What follows belongs to an exercise in optimizing a design on an open flow for small area, a short achievable clock period and few clock cycles per item; a production flow would make more cautious choices.
In this exercise RTL edits were held to simulation tests only and were not proved equivalent to the original.

rev 12:
==> flow/design.v <==
package mulDivOpPkg;
  typedef enum logic [2:0] {
    opMul    = 3'b000,
    opMulh   = 3'b001,
    opMulhsu = 3'b010,
    opMulhu  = 3'b011,
    opDiv    = 3'b100,
    opDivu   = 3'b101,
    opRem    = 3'b110,
    opRemu   = 3'b111
  } opCodeT;
  function automatic logic isDivOp(input logic [2:0] op);
    isDivOp = op[2];
  endfunction
  function automatic logic lOpSigned(input logic [2:0] op);
    lOpSigned = (op == 3'b001) || (op == 3'b100) || (op == 3'b110);
  endfunction
  function automatic logic rOpSigned(input logic [2:0] op);
    rOpSigned = (op == 3'b001) || (op == 3'b010) || (op == 3'b100) || (op == 3'b110);
  endfunction
  function automatic logic wantsHigh(input logic [2:0] op);
    wantsHigh = (op == 3'b001) || (op == 3'b010) || (op == 3'b011);
  endfunction
  function automatic logic wantsRemainder(input logic [2:0] op);
    wantsRemainder = (op == 3'b110) || (op == 3'b111);
  endfunction
endpackage
package mulDivCtrlPkg;
  typedef enum logic [1:0] {
    stIdle,
    stBusy,
    stOffer,
    stRelease
  } stageStateT;
  typedef enum logic [1:0] {
    kIdle,
    kRun,
    kDone
  } kernelStateT;
endpackage
`timescale 1ns/1ps
module mulDivUnit
#(
  parameter int dataWidth = 32
) (
  input  logic                 clk,
  input  logic                 rstN,
  input  logic                 inReq,
  output logic                 inAck,
  input  logic [2:0]           opCode,
  input  logic [dataWidth-1:0] lOp,
  input  logic [dataWidth-1:0] rOp,
  output logic                 outReq,
  input  logic                 outAck,
  output logic [dataWidth-1:0] result,
  output logic                 divByZero,
  output logic                 divOverflow
);
  localparam int W = 37;
  logic sMul, sPrep, sAl, sIt, sFin;
  logic [2:0] op;
  logic [33:0] A;       
  logic [33:0] H;       
  logic [31:0] L;       
  logic negN;           
  logic offR;           
  logic [5:0] cnt;      
  logic [5:0] clzA, clzH;  
  logic [5:0] itc;      
  logic zf;             
  logic negRes;
  logic dzR;
  logic ovR;
  logic b0one, b0two, b0neg, b1one, b1two, b1neg;
  logic isIdle;
  assign isIdle = !(sMul || sPrep || sAl || sIt || sFin);
  logic lastMul, lastIt, finishing, outFree, loadPorts, capture;
  assign lastMul = sMul && zf;
  assign lastIt = sIt && zf && !op[1] && !negRes;
  assign finishing = lastMul || lastIt || sFin;
  assign outFree = !outReq && !outAck;
  assign loadPorts = isIdle || (finishing && outFree);
  assign capture = loadPorts && inReq && !inAck;
  logic negD;
  assign negD = A[33];
  logic [W-1:0] aExt, a2Ext;
  assign aExt = {{(W-34){A[33]}}, A};
  assign a2Ext = {aExt[W-2:0], 1'b0};
  logic [W-1:0] in0, in1, in2, pp1;
  assign in1 = ((b0one ? aExt : '0) | (b0two ? a2Ext : '0)) ^ {W{b0neg}};
  assign pp1 = ((b1one ? aExt : '0) | (b1two ? a2Ext : '0)) ^ {W{b1neg}};
  assign in2 = {pp1[W-3:0], b1neg, b1neg};
  assign in0 = {{(W-34){H[33]}}, H};
  logic c0, cin;
  assign c0 = b0neg;
  assign cin = (sMul && b1neg) || (sFin && op[1] && offR);
  logic [W-1:0] csaS, csaC, sum;
  assign csaS = in0 ^ in1 ^ in2;
  assign csaC = {(in0[W-2:0] & in1[W-2:0]) | (in0[W-2:0] & in2[W-2:0]) | (in1[W-2:0] & in2[W-2:0]), c0};
  logic [W:0] pg, pp, gg;
  always_comb begin
    pg = {csaS & csaC, cin};
    pp = {csaS ^ csaC, 1'b0};
    gg = pg;
    for (int l = 0; l < 6; l++) begin
      for (int i = W; i >= 0; i--) begin
        if (((i >> l) & 1) == 1) begin
          gg[i] = gg[i] | (pp[i] & gg[((i >> l) << l) - 1]);
          pp[i] = pp[i] & pp[((i >> l) << l) - 1];
        end
      end
    end
  end
  assign sum = (csaS ^ csaC) ^ gg[W-1:0];
  logic q;
  assign q = sum[W-1] ^ !negN;
  function automatic logic [2:0] booth(input logic [2:0] b);
    booth[2] = b[1] ^ b[0];
    booth[1] = (b[2] & ~b[1] & ~b[0]) | (~b[2] & b[1] & b[0]);
    booth[0] = b[2];
  endfunction
  function automatic logic [5:0] clz32(input logic [31:0] v);
    clz32 = 6'd32;
    for (int i = 0; i < 32; i++) begin
      if (v[i]) clz32 = 6'(31 - i);
    end
  endfunction
  logic [6:0] sh;
  assign sh = {1'b0, clzA} + {6'd0, negN} - {1'b0, clzH};
  logic dzV, ovV;
  assign dzV = clzA[5] && !negD;
  assign ovV = negN && negD && clzA[5] && (H[30:0] == 31'd0);
  logic divOpP, negNP, negDP;
  assign divOpP = opCode[2];
  assign negNP = ((opCode == 3'd4) || (opCode == 3'd6)) && rOp[31];
  assign negDP = ((opCode == 3'd4) || (opCode == 3'd6)) && lOp[31];
  logic [31:0] res;
  always_comb begin
    if (sIt) res = {L[30:0], q};
    else if (sFin || (op == 3'd3)) res = sum[31:0];
    else if (op == 3'd0) res = {sum[3:0], L[31:4]};
    else res = sum[35:4];
  end
  logic cntBig, cntLast;
  assign cntBig = (cnt[5:2] != 4'd0);
  assign cntLast = cntBig ? (cnt == 6'd4) : (cnt == 6'd1);
  always_ff @(posedge clk) begin
    if (!rstN) begin
      sMul <= 1'b0;
      sPrep <= 1'b0;
      sAl <= 1'b0;
      sIt <= 1'b0;
      sFin <= 1'b0;
      inAck <= 1'b0;
      outReq <= 1'b0;
    end else begin
      if (capture) begin
        inAck <= 1'b1;
      end else if (!inReq) begin
        inAck <= 1'b0;
      end
      if (finishing && outFree) begin
        outReq <= 1'b1;
      end else if (outAck) begin
        outReq <= 1'b0;
      end
      if (loadPorts) begin
        sMul <= capture && !divOpP;
        sPrep <= capture && divOpP;
        sAl <= 1'b0;
        sIt <= 1'b0;
        sFin <= 1'b0;
      end else if (sPrep) begin
        sPrep <= 1'b0;
        sFin <= dzV || sh[6];
        sIt <= !dzV && (sh == 7'd0);
        sAl <= !dzV && !sh[6] && (sh != 7'd0);
      end else if (sAl) begin
        if (cntLast) begin
          sAl <= 1'b0;
          sIt <= 1'b1;
        end
      end else if (sIt && !lastIt) begin
        if (zf) begin
          sIt <= 1'b0;
          sFin <= 1'b1;
        end
      end
    end
  end
  always_ff @(posedge clk) begin
    if (finishing && outFree) begin
      result <= res;
      divByZero <= dzR;
      divOverflow <= ovR;
    end
    if (loadPorts) begin
      op <= opCode;
      A <= {{2{mulDivOpPkg::lOpSigned(opCode) && lOp[31]}}, lOp};
      L <= rOp;
      H <= !divOpP ? '0 : {{2{negNP}}, rOp};
      negN <= divOpP && negNP;
      offR <= 1'b0;
      itc <= (opCode == 3'd3) ? 6'd8 : 6'd7;
      zf <= 1'b0;
      clzA <= clz32(negDP ? ~lOp : lOp);
      clzH <= clz32(negNP ? ~rOp : rOp);
      dzR <= 1'b0;
      ovR <= 1'b0;
      {b0one, b0two, b0neg} <= booth({rOp[1:0], 1'b0});
      {b1one, b1two, b1neg} <= booth(rOp[3:1]);
    end else if (sMul) begin
      if (!zf) begin
        H <= {sum[W-1], sum[W-1:4]};
        L <= {sum[3:0], L[31:4]};
        itc <= itc - 6'd1;
        zf <= (itc == 6'd1);
        if ((itc == 6'd1) && (op == 3'd3)) begin
          {b0one, b0two, b0neg} <= booth({2'b00, L[3]});
          {b1one, b1two, b1neg} <= 3'b000;
        end else begin
          {b0one, b0two, b0neg} <= booth(L[5:3]);
          {b1one, b1two, b1neg} <= booth(L[7:5]);
        end
      end
    end else if (sPrep) begin
      L <= 32'd0;
      cnt <= sh[5:0];
      itc <= sh[5:0];
      zf <= (sh == 7'd0);
      negRes <= op[1] ? negN : (negN ^ negD);
      dzR <= dzV;
      ovR <= ovV;
      if (dzV || sh[6]) begin
        if (!op[1]) begin
          A <= {34{dzV}};
          H <= '0;
        end
        {b0one, b0two, b0neg} <= {!op[1], 1'b0, 1'b0};
        {b1one, b1two, b1neg} <= 3'b000;
      end else begin
        {b0one, b0two, b0neg} <= {(sh == 7'd0), 1'b0, !(negN ^ negD)};
        {b1one, b1two, b1neg} <= {1'b0, 1'b0, negN};
      end
    end else if (sAl) begin
      if (cntBig) begin
        A <= {A[29:0], 4'd0};
        cnt <= cnt - 6'd4;
      end else begin
        A <= {A[32:0], 1'b0};
        cnt <= cnt - 6'd1;
      end
      b0one <= cntLast;
    end else if (sIt && !lastIt) begin
      L <= {L[30:0], q};
      offR <= negN;
      {b1one, b1two, b1neg} <= 3'b000;
      itc <= itc - 6'd1;
      zf <= (itc == 6'd1);
      if (zf && !op[1]) begin
        A <= {2'b00, L[30:0], q};
        H <= '0;
        {b0one, b0two, b0neg} <= 3'b101;
      end else begin
        H <= sum[33:0];
        if (zf) begin
          b0one <= !q;
          b0neg <= negN ^ negD;
        end else begin
          A <= {A[33], A[33:1]};
          b0neg <= !((negN ? q : !q) ^ negD);
        end
      end
    end
  end
endmodule
Settings: LEC_CHECK=0, ABC_AREA=1, CAP_MARGIN=20, CORE_MARGIN=2, CORE_UTILIZATION=40, SETUP_SLACK_MARGIN=0.3, SLEW_MARGIN=20; clock period 5.0 ns.
standard.sh (not shown) runs the stock make flow with config.mk's settings and CLKGATE_MAP_FILE= SYNTH_SCRIPT=/design/flow/synth_recipe.tcl, a recipe that flattens the netlist after the stock synthesis.
==> flow/flow/run.sh <==
#!/bin/bash
cp standard.sh standard_sh_copy.log
export BUFFER_PORTS_ARGS="-buffer_cell sky130_fd_sc_hd__buf_2"
bash standard.sh > standard.log 2>&1
Testbench counts of rev 12, summed over its fixed seeds: cycles 16,685, items 2,048.
The following lists how rev 13 was set up differently from rev 12:
--- a/flow/design.v
+++ b/flow/design.v
@@ -54,29 +54,28 @@
   input  logic                 outAck,
   output logic [dataWidth-1:0] result,
   output logic                 divByZero,
   output logic                 divOverflow
 );
   localparam int W = 37;
-  logic sMul, sPrep, sAl, sIt, sFin;
+  logic sMul, sPrep, sIt, sFin;
   logic [2:0] op;
   logic [33:0] A;       
   logic [33:0] H;       
   logic [31:0] L;       
   logic negN;           
   logic offR;           
-  logic [5:0] cnt;      
   logic [5:0] clzA, clzH;  
-  logic [5:0] itc;      
+  logic [4:0] itc;      
   logic zf;             
   logic negRes;
   logic dzR;
   logic ovR;
   logic b0one, b0two, b0neg, b1one, b1two, b1neg;
   logic isIdle;
-  assign isIdle = !(sMul || sPrep || sAl || sIt || sFin);
+  assign isIdle = !(sMul || sPrep || sIt || sFin);
   logic lastMul, lastIt, finishing, outFree, loadPorts, capture;
   assign lastMul = sMul && zf;
   assign lastIt = sIt && zf && !op[1] && !negRes;
   assign finishing = lastMul || lastIt || sFin;
   assign outFree = !outReq && !outAck;
   assign loadPorts = isIdle || (finishing && outFree);
@@ -138,20 +137,27 @@
   always_comb begin
     if (sIt) res = {L[30:0], q};
     else if (sFin || (op == 3'd3)) res = sum[31:0];
     else if (op == 3'd0) res = {sum[3:0], L[31:4]};
     else res = sum[35:4];
   end
-  logic cntBig, cntLast;
-  assign cntBig = (cnt[5:2] != 4'd0);
-  assign cntLast = cntBig ? (cnt == 6'd4) : (cnt == 6'd1);
+  logic [4:0] shC;
+  assign shC = sh[4:0] | {5{sh[5]}};
+  logic [33:0] aAl;
+  always_comb begin
+    aAl = A;
+    if (shC[0]) aAl = {aAl[32:0], 1'b0};
+    if (shC[1]) aAl = {aAl[31:0], 2'b00};
+    if (shC[2]) aAl = {aAl[29:0], 4'h0};
+    if (shC[3]) aAl = {aAl[25:0], 8'h00};
+    if (shC[4]) aAl = {aAl[17:0], 16'h0000};
+  end
   always_ff @(posedge clk) begin
     if (!rstN) begin
       sMul <= 1'b0;
       sPrep <= 1'b0;
-      sAl <= 1'b0;
       sIt <= 1'b0;
       sFin <= 1'b0;
       inAck <= 1'b0;
       outReq <= 1'b0;
     end else begin
       if (capture) begin
@@ -164,25 +170,18 @@
       end else if (outAck) begin
         outReq <= 1'b0;
       end
       if (loadPorts) begin
         sMul <= capture && !divOpP;
         sPrep <= capture && divOpP;
-        sAl <= 1'b0;
         sIt <= 1'b0;
         sFin <= 1'b0;
       end else if (sPrep) begin
         sPrep <= 1'b0;
         sFin <= dzV || sh[6];
-        sIt <= !dzV && (sh == 7'd0);
-        sAl <= !dzV && !sh[6] && (sh != 7'd0);
-      end else if (sAl) begin
-        if (cntLast) begin
-          sAl <= 1'b0;
-          sIt <= 1'b1;
-        end
+        sIt <= !dzV && !sh[6];
       end else if (sIt && !lastIt) begin
         if (zf) begin
           sIt <= 1'b0;
           sFin <= 1'b1;
         end
       end
@@ -198,68 +197,59 @@
       op <= opCode;
       A <= {{2{mulDivOpPkg::lOpSigned(opCode) && lOp[31]}}, lOp};
       L <= rOp;
       H <= !divOpP ? '0 : {{2{negNP}}, rOp};
       negN <= divOpP && negNP;
       offR <= 1'b0;
-      itc <= (opCode == 3'd3) ? 6'd8 : 6'd7;
+      itc <= (opCode == 3'd3) ? 5'd8 : 5'd7;
       zf <= 1'b0;
       clzA <= clz32(negDP ? ~lOp : lOp);
       clzH <= clz32(negNP ? ~rOp : rOp);
       dzR <= 1'b0;
       ovR <= 1'b0;
       {b0one, b0two, b0neg} <= booth({rOp[1:0], 1'b0});
       {b1one, b1two, b1neg} <= booth(rOp[3:1]);
     end else if (sMul) begin
       if (!zf) begin
         H <= {sum[W-1], sum[W-1:4]};
         L <= {sum[3:0], L[31:4]};
-        itc <= itc - 6'd1;
-        zf <= (itc == 6'd1);
-        if ((itc == 6'd1) && (op == 3'd3)) begin
+        itc <= itc - 5'd1;
+        zf <= (itc == 5'd1);
+        if ((itc == 5'd1) && (op == 3'd3)) begin
           {b0one, b0two, b0neg} <= booth({2'b00, L[3]});
           {b1one, b1two, b1neg} <= 3'b000;
         end else begin
           {b0one, b0two, b0neg} <= booth(L[5:3]);
           {b1one, b1two, b1neg} <= booth(L[7:5]);
         end
       end
     end else if (sPrep) begin
       L <= 32'd0;
-      cnt <= sh[5:0];
-      itc <= sh[5:0];
+      itc <= shC;
       zf <= (sh == 7'd0);
       negRes <= op[1] ? negN : (negN ^ negD);
       dzR <= dzV;
       ovR <= ovV;
       if (dzV || sh[6]) begin
         if (!op[1]) begin
           A <= {34{dzV}};
           H <= '0;
         end
         {b0one, b0two, b0neg} <= {!op[1], 1'b0, 1'b0};
         {b1one, b1two, b1neg} <= 3'b000;
       end else begin
-        {b0one, b0two, b0neg} <= {(sh == 7'd0), 1'b0, !(negN ^ negD)};
+        A <= aAl;
+        {b0one, b0two, b0neg} <= {1'b1, 1'b0, !(negN ^ negD)};
         {b1one, b1two, b1neg} <= {1'b0, 1'b0, negN};
       end
-    end else if (sAl) begin
-      if (cntBig) begin
-        A <= {A[29:0], 4'd0};
-        cnt <= cnt - 6'd4;
-      end else begin
-        A <= {A[32:0], 1'b0};
-        cnt <= cnt - 6'd1;
-      end
-      b0one <= cntLast;
     end else if (sIt && !lastIt) begin
       L <= {L[30:0], q};
       offR <= negN;
       {b1one, b1two, b1neg} <= 3'b000;
-      itc <= itc - 6'd1;
-      zf <= (itc == 6'd1);
+      itc <= itc - 5'd1;
+      zf <= (itc == 5'd1);
       if (zf && !op[1]) begin
         A <= {2'b00, L[30:0], q};
         H <= '0;
         {b0one, b0two, b0neg} <= 3'b101;
       end else begin
         H <= sum[33:0];
Results
- The run with more routed wire is rev 13, not rev 12.
- In the tables for rev 13 and rev 12, synthesized instance count reads lower with rev 12.
- On number of distinct standard cells referenced by the synthesized netlist, the lower figure sits with rev 13, not rev 12.
- | storage element area | higher: rev 12 |
- Re max capacitance violation total: no difference whatsoever between rev 13 and rev 12.
- Rev 12 was smaller in final cell area than rev 13.
- Against rev 12, area after detailed placement in rev 13 rose by a few percent.
- The setup slack of rev 13 is smaller than that of rev 12.
Testbench counts of rev 13, summed over its fixed seeds: cycles 15,179, items 2,048.

## the baseline
Starts from the design.v that is shown in full above.
export LEC_CHECK = 0
export ABC_AREA = 1
export CAP_MARGIN = 20
export CORE_MARGIN = 2
export CORE_UTILIZATION = 40
export CTS_BUF_LIST = sky130_fd_sc_hd__clkbuf_8
export SETUP_SLACK_MARGIN = 0.3
export SLEW_MARGIN = 20
create_clock -name core_clock -period 5.0 [get_ports {clk}]
Scripts as last shown in full above: flow/flow/run.sh
Testbench counts of the baseline, summed over its fixed seeds: cycles 16,685, items 2,048.
Setup changes, the baseline to the candidate
diff --git a/flow/design.v b/flow/design.v
--- a/flow/design.v
+++ b/flow/design.v
@@ -54,29 +54,28 @@
   input  logic                 outAck,
   output logic [dataWidth-1:0] result,
   output logic                 divByZero,
   output logic                 divOverflow
 );
   localparam int W = 37;
-  logic sMul, sPrep, sAl, sIt, sFin;
+  logic sMul, sPrep, sIt, sFin;
   logic [2:0] op;
   logic [33:0] A;       
   logic [33:0] H;       
   logic [31:0] L;       
   logic negN;           
   logic offR;           
-  logic [5:0] cnt;      
   logic [5:0] clzA, clzH;  
-  logic [5:0] itc;      
+  logic [4:0] itc;      
   logic zf;             
   logic negRes;
   logic dzR;
   logic ovR;
   logic b0one, b0two, b0neg, b1one, b1two, b1neg;
   logic isIdle;
-  assign isIdle = !(sMul || sPrep || sAl || sIt || sFin);
+  assign isIdle = !(sMul || sPrep || sIt || sFin);
   logic lastMul, lastIt, finishing, outFree, loadPorts, capture;
   assign lastMul = sMul && zf;
   assign lastIt = sIt && zf && !op[1] && !negRes;
   assign finishing = lastMul || lastIt || sFin;
   assign outFree = !outReq && !outAck;
   assign loadPorts = isIdle || (finishing && outFree);
@@ -138,20 +137,27 @@
   always_comb begin
     if (sIt) res = {L[30:0], q};
     else if (sFin || (op == 3'd3)) res = sum[31:0];
     else if (op == 3'd0) res = {sum[3:0], L[31:4]};
     else res = sum[35:4];
   end
-  logic cntBig, cntLast;
-  assign cntBig = (cnt[5:2] != 4'd0);
-  assign cntLast = cntBig ? (cnt == 6'd4) : (cnt == 6'd1);
+  logic [4:0] shC;
+  assign shC = sh[4:0] | {5{sh[5]}};
+  logic [33:0] aAl;
+  always_comb begin
+    aAl = A;
+    if (shC[0]) aAl = {aAl[32:0], 1'b0};
+    if (shC[1]) aAl = {aAl[31:0], 2'b00};
+    if (shC[2]) aAl = {aAl[29:0], 4'h0};
+    if (shC[3]) aAl = {aAl[25:0], 8'h00};
+    if (shC[4]) aAl = {aAl[17:0], 16'h0000};
+  end
   always_ff @(posedge clk) begin
     if (!rstN) begin
       sMul <= 1'b0;
       sPrep <= 1'b0;
-      sAl <= 1'b0;
       sIt <= 1'b0;
       sFin <= 1'b0;
       inAck <= 1'b0;
       outReq <= 1'b0;
     end else begin
       if (capture) begin
@@ -164,25 +170,18 @@
       end else if (outAck) begin
         outReq <= 1'b0;
       end
       if (loadPorts) begin
         sMul <= capture && !divOpP;
         sPrep <= capture && divOpP;
-        sAl <= 1'b0;
         sIt <= 1'b0;
         sFin <= 1'b0;
       end else if (sPrep) begin
         sPrep <= 1'b0;
         sFin <= dzV || sh[6];
-        sIt <= !dzV && (sh == 7'd0);
-        sAl <= !dzV && !sh[6] && (sh != 7'd0);
-      end else if (sAl) begin
-        if (cntLast) begin
-          sAl <= 1'b0;
-          sIt <= 1'b1;
-        end
+        sIt <= !dzV && !sh[6];
       end else if (sIt && !lastIt) begin
         if (zf) begin
           sIt <= 1'b0;
           sFin <= 1'b1;
         end
       end
@@ -198,68 +197,59 @@
       op <= opCode;
       A <= {{2{mulDivOpPkg::lOpSigned(opCode) && lOp[31]}}, lOp};
       L <= rOp;
       H <= !divOpP ? '0 : {{2{negNP}}, rOp};
       negN <= divOpP && negNP;
       offR <= 1'b0;
-      itc <= (opCode == 3'd3) ? 6'd8 : 6'd7;
+      itc <= (opCode == 3'd3) ? 5'd8 : 5'd7;
       zf <= 1'b0;
       clzA <= clz32(negDP ? ~lOp : lOp);
       clzH <= clz32(negNP ? ~rOp : rOp);
       dzR <= 1'b0;
       ovR <= 1'b0;
       {b0one, b0two, b0neg} <= booth({rOp[1:0], 1'b0});
       {b1one, b1two, b1neg} <= booth(rOp[3:1]);
     end else if (sMul) begin
       if (!zf) begin
         H <= {sum[W-1], sum[W-1:4]};
         L <= {sum[3:0], L[31:4]};
-        itc <= itc - 6'd1;
-        zf <= (itc == 6'd1);
-        if ((itc == 6'd1) && (op == 3'd3)) begin
+        itc <= itc - 5'd1;
+        zf <= (itc == 5'd1);
+        if ((itc == 5'd1) && (op == 3'd3)) begin
           {b0one, b0two, b0neg} <= booth({2'b00, L[3]});
           {b1one, b1two, b1neg} <= 3'b000;
         end else begin
           {b0one, b0two, b0neg} <= booth(L[5:3]);
           {b1one, b1two, b1neg} <= booth(L[7:5]);
         end
       end
     end else if (sPrep) begin
       L <= 32'd0;
-      cnt <= sh[5:0];
-      itc <= sh[5:0];
+      itc <= shC;
       zf <= (sh == 7'd0);
       negRes <= op[1] ? negN : (negN ^ negD);
       dzR <= dzV;
       ovR <= ovV;
       if (dzV || sh[6]) begin
         if (!op[1]) begin
           A <= {34{dzV}};
           H <= '0;
         end
         {b0one, b0two, b0neg} <= {!op[1], 1'b0, 1'b0};
         {b1one, b1two, b1neg} <= 3'b000;
       end else begin
-        {b0one, b0two, b0neg} <= {(sh == 7'd0), 1'b0, !(negN ^ negD)};
+        A <= aAl;
+        {b0one, b0two, b0neg} <= {1'b1, 1'b0, !(negN ^ negD)};
         {b1one, b1two, b1neg} <= {1'b0, 1'b0, negN};
       end
-    end else if (sAl) begin
-      if (cntBig) begin
-        A <= {A[29:0], 4'd0};
-        cnt <= cnt - 6'd4;
-      end else begin
-        A <= {A[32:0], 1'b0};
-        cnt <= cnt - 6'd1;
-      end
-      b0one <= cntLast;
     end else if (sIt && !lastIt) begin
       L <= {L[30:0], q};
       offR <= negN;
       {b1one, b1two, b1neg} <= 3'b000;
-      itc <= itc - 6'd1;
-      zf <= (itc == 6'd1);
+      itc <= itc - 5'd1;
+      zf <= (itc == 5'd1);
       if (zf && !op[1]) begin
         A <= {2'b00, L[30:0], q};
         H <= '0;
         {b0one, b0two, b0neg} <= 3'b101;
       end else begin
         H <= sum[33:0];
[summary]
Re area used by sequential logic in the layout: the baseline was higher than the candidate.
Summary: with the baseline as the reference, logic depth of the worst register-to-register path in the candidate moved down by a few percent.
Going from the baseline to the candidate, the shortest period the worst path allows was found to have gone up by 6.2 ps.
The candidate vs. the baseline: final hold slack was more or less identical, met3 routing resource usage after global routing has increased.
Testbench counts of the candidate, summed over its fixed seeds: cycles 15,179, items 2,048.

-- what the ideal ports hide --
In the flow no input, the clock included, has a driving cell. The finished layouts below were timed again as built, in two steps. Step 1 assumes that a clkbuf_16 drives the clock port and a buf_2 every other input. Step 2 times the ports against the registers' clock, not the clock port: input delays grow and output delays shrink by t, the midpoint of the rising clock arrivals with the driver on. a / b / c = no drivers / after step 1 / after step 2; a / b = the first two.
| run | t (ns) | setup slack, ns | hold WS [ns] | worst slew at a driven data input, ns |
|---|---|---|---|---|
| rev 12 | 0.496 | 0.496 / 0.496 / 0.496 | 0.431 / 0.431 / 0.431 | 0.05 |
| rev 13 | 0.518 | 0.480 / 0.480 / 0.480 | 0.435 / 0.435 / 0.435 | 0.04 |
| the baseline | 0.540 | 0.472 / 0.472 / 0.472 | 0.439 / 0.439 / 0.439 | 0.05 |
| the candidate | 0.576 | 0.466 / 0.466 / 0.466 | 0.440 / 0.440 / 0.440 | 0.04 |
After both steps every run listed still meets setup and hold.
